What follows belongs to an exercise in optimizing a design on an open flow for small area, a short achievable clock period and few clock cycles; a production flow would make more cautious choices.
RTL that was checked went through simulation tests only; none was proved equivalent to the original.

== rev 12 ==
// tensor_axis_permute_addresses_top
module tensor_axis_permute_addresses_top #(
   parameter int RANK_LIMIT = 4,
   parameter int AXIS_BITS  = 8,
   parameter int VALUE_BITS = 32
) (
   input  logic        clock,
   input  logic        reset,
   input  logic        req_valid,
   output logic        req_ready,
   input  logic [31:0] req_element_value,
   output logic        rsp_valid,
   input  logic        rsp_ready,
   output logic [31:0] rsp_dest_address,
   output logic [31:0] rsp_moved_value,
   output logic        rsp_final_element,
   input  logic        csr_valid,
   output logic        csr_ready,
   input  logic [1:0]  csr_index,
   input  logic [31:0] csr_data
);
   localparam int WB = 25;                  
   localparam logic [1:0] M_INC  = 2'd0;    
   localparam logic [1:0] M_ZERO = 2'd1;    
   localparam logic [1:0] M_NONE = 2'd2;    
   localparam logic [1:0] S_IDLE  = 2'd0;
   localparam logic [1:0] S_PRIME = 2'd1;   
   localparam logic [1:0] S_WC    = 2'd2;   
   localparam logic [1:0] S_PC    = 2'd3;   
   logic [1:0]         rm1;        
   logic [3:0][7:0]    sz;         
   logic [3:0][1:0]    ord;        
   logic [3:0][7:0]    c;          
   logic [3:0]         tp;         
   logic               fx;         
   logic [1:0]         kx;         
   logic [1:0]         nk, nmode;  
   logic [3:0][31:0]   P;
   logic [2:0]         pv;
   logic [3:0][WB-1:0] W;
   logic [3:0]         wv;
   logic [31:0]        PK;         
   logic [31:0]        WK;         
   logic               ov, olast;
   logic [31:0]        oval;
   logic               sv, slast;
   logic [31:0]        sval;
   logic [1:0]         sk, smode;
   logic               rdy;
   logic               r_sload, r_dload, r_dskid;
   logic [1:0]         est, ej;
   logic               eph, efirst;
   logic [1:0]         oj;         
   logic [7:0]         sj;         
   logic               jact;       
   logic [3:0]      in_use, szz, tp_nx, tp_pr;
   logic [3:0][7:0] c_nx, c_inc;
  ...
For scale: ~2800 cells after synthesis, roughly 480 flip-flops, roughly 27000 um2 of cells after synthesis.
export LEC_CHECK = 0
export ABC_CLOCK_PERIOD_IN_PS = 2800
export CAP_MARGIN = 20
export CORE_MARGIN = 2
export CORE_UTILIZATION = 40
export PLACE_DENSITY = 0.6
export SETUP_SLACK_MARGIN = 4.3
export SLEW_MARGIN = 20
create_clock -name core_clock -period 7.0 [get_ports {clock}]
run.sh (not shown) runs the stock make flow with config.mk's settings and CLKGATE_MAP_FILE= SYNTH_SCRIPT=/design/flow/synth_recipe.tcl, a recipe that flattens the netlist after the stock synthesis.
Edits applied to the flow inputs when going from rev 12 to rev 13:
-- flow/design.v --
<<< rev 12, line 51
   logic               eph, efirst;
   logic [1:0]         oj;         
   logic [7:0]         sj;         
   logic               jact;       
>>> rev 13, line 51
   logic               eph, efirst;
   logic [1:0]         oj;         
   logic [1:0]         ojn;        
   logic [7:0]         sj;         
   logic               jact;       
<<< rev 12, line 145
   logic               sv_n;
   logic [1:0]         nmode_n, sk_n, smode_n, nk_n;
   logic [1:0]         est_n, ej_n, oj_n;
   logic               eph_n, efirst_n, jact_n;
   logic [7:0]         sj_n;
>>> rev 13, line 146
   logic               sv_n;
   logic [1:0]         nmode_n, sk_n, smode_n, nk_n;
   logic [1:0]         est_n, ej_n, oj_n, ojn_n;
   logic               eph_n, efirst_n, jact_n;
   logic [7:0]         sj_n;
<<< rev 12, line 152
   always_comb begin
      logic adv, done, wwr;
      logic [1:0] ejm, ojm;
      rm1_n    = rm1;
      sz_n     = sz;
>>> rev 13, line 153
   always_comb begin
      logic adv, done, wwr;
      logic [1:0] ejm;
      rm1_n    = rm1;
      sz_n     = sz;
<<< rev 12, line 174
      ej_n     = ej;
      oj_n     = oj;
      sj_n     = sj;
      jact_n   = jact;
>>> rev 13, line 175
      ej_n     = ej;
      oj_n     = oj;
      ojn_n    = ojn;
      sj_n     = sj;
      jact_n   = jact;
<<< rev 12, line 182
      wwr      = 1'b0;
      ejm      = ej - 2'd1;
      ojm      = ord[ejm];
      if (s2o) sv_n = 1'b0;
      if (skid_w) begin
>>> rev 13, line 184
      wwr      = 1'b0;
      ejm      = ej - 2'd1;
      if (s2o) sv_n = 1'b0;
      if (skid_w) begin
<<< rev 12, line 199
      lk_n = sv_n ? sk_n : nk_n;
      case (est)
         S_PRIME: wsel = ord[ej];
         S_WC:    wsel = (eph || ej != 2'd0) ? ojm : lk_n;
         S_PC:    wsel = ej;
         default: wsel = kq;
      endcase
      if (oload) begin
>>> rev 13, line 200
      lk_n = sv_n ? sk_n : nk_n;
      case (est)
         S_WC:    wsel = (eph || ej != 2'd0) ? ojn : (nmode == M_ZERO) ? kx : lk;
         S_PC:    wsel = ej;
         default: wsel = kq;     
      endcase
      if (oload) begin
<<< rev 12, line 228
         S_PRIME: begin
            oj_n   = ord[ej];
            sj_n   = sz[ord[ej]];
            jact_n = ord[ej] <= rm1;
>>> rev 13, line 228
         S_PRIME: begin
            oj_n   = ord[ej];
            ojn_n  = ord[ejm];
            sj_n   = sz[ord[ej]];
            jact_n = ord[ej] <= rm1;
<<< rev 12, line 270
            if (adv) begin
               ej_n   = ejm;
               oj_n   = ojm;
               sj_n   = sz[ojm];
               jact_n = ojm <= rm1;
               WK_n   = (wwr && ojm == oj) ? 32'(asum[WB-1:0]) : 32'(wrd);
            end
            if (done) begin
>>> rev 13, line 271
            if (adv) begin
               ej_n   = ejm;
               oj_n   = ojn;
               ojn_n  = ord[ej - 2'd2];
               sj_n   = sz[ojn];
               jact_n = ojn <= rm1;
               WK_n   = (wwr && ojn == oj) ? 32'(asum[WB-1:0]) : 32'(wrd);
            end
            if (done) begin
<<< rev 12, line 285
               end else begin
                  est_n = S_IDLE;
                  WK_n  = (wwr && lk_n == oj) ? 32'(asum[WB-1:0]) : 32'(wrd);
               end
            end
>>> rev 13, line 287
               end else begin
                  est_n = S_IDLE;
                  WK_n  = (wwr && wsel == oj) ? 32'(asum[WB-1:0]) : 32'(wrd);
               end
            end
<<< rev 12, line 392
      WK     <= WK_n;
      oj     <= oj_n;
      sj     <= sj_n;
      jact   <= jact_n;
>>> rev 13, line 394
      WK     <= WK_n;
      oj     <= oj_n;
      ojn    <= ojn_n;
      sj     <= sj_n;
      jact   <= jact_n;
## What came out
Topmost layer with routed signal wires = met4: rev 13; topmost layer with routed signal wires = met5: rev 12
Taking rev 12 as the reference, in rev 13 count of buffers inserted at the top-level ports did not really move; headroom to the max-slew limit went up; layout buffering overhead excluding clock cells went up; fraction of the yosys area taken by sequential cells went up.
Rev 13 vs. rev 12: initial cell density of the core ~0 delta; count of buffering cells on the critical path with inverters included +5.
On count of mapped cells out of synthesis: between rev 13 and rev 12, it ends up lower for rev 13.
Testbench counts of rev 13, summed over its fixed seeds: cycles 13,044.
The RTL of rev 12 was laid out without a check of its function.

what the ideal ports hide:
The flow's constraints put no driver on any port. The routed layouts listed below were extracted and timed again, unchanged, in two steps.
Step 1 assumes that a clkbuf_16 drives the clock port and a buf_2 every other input.
Step 2 also shifts input and output timing later by t, the mid clock arrival at the registers, as if the neighbouring blocks saw the same clock.
a / b / c = no drivers / after step 1 / after step 2; a / b = the first two.
| run | t (ns) | setup slack, ns | latest minus earliest clock arrival (ns) |
|---|---|---|---|
| rev 12 | 0.692 | 3.566 / 3.566 / 2.885 | 0.035 / 0.035 |
| rev 13 | 0.684 | 3.886 / 3.886 / 3.564 | 0.031 / 0.031 |
After both steps every run listed still meets setup and hold. The setup slack of rev 12, which loses most, moves by 0.000 ns with the drivers and by -0.681 ns with both steps.
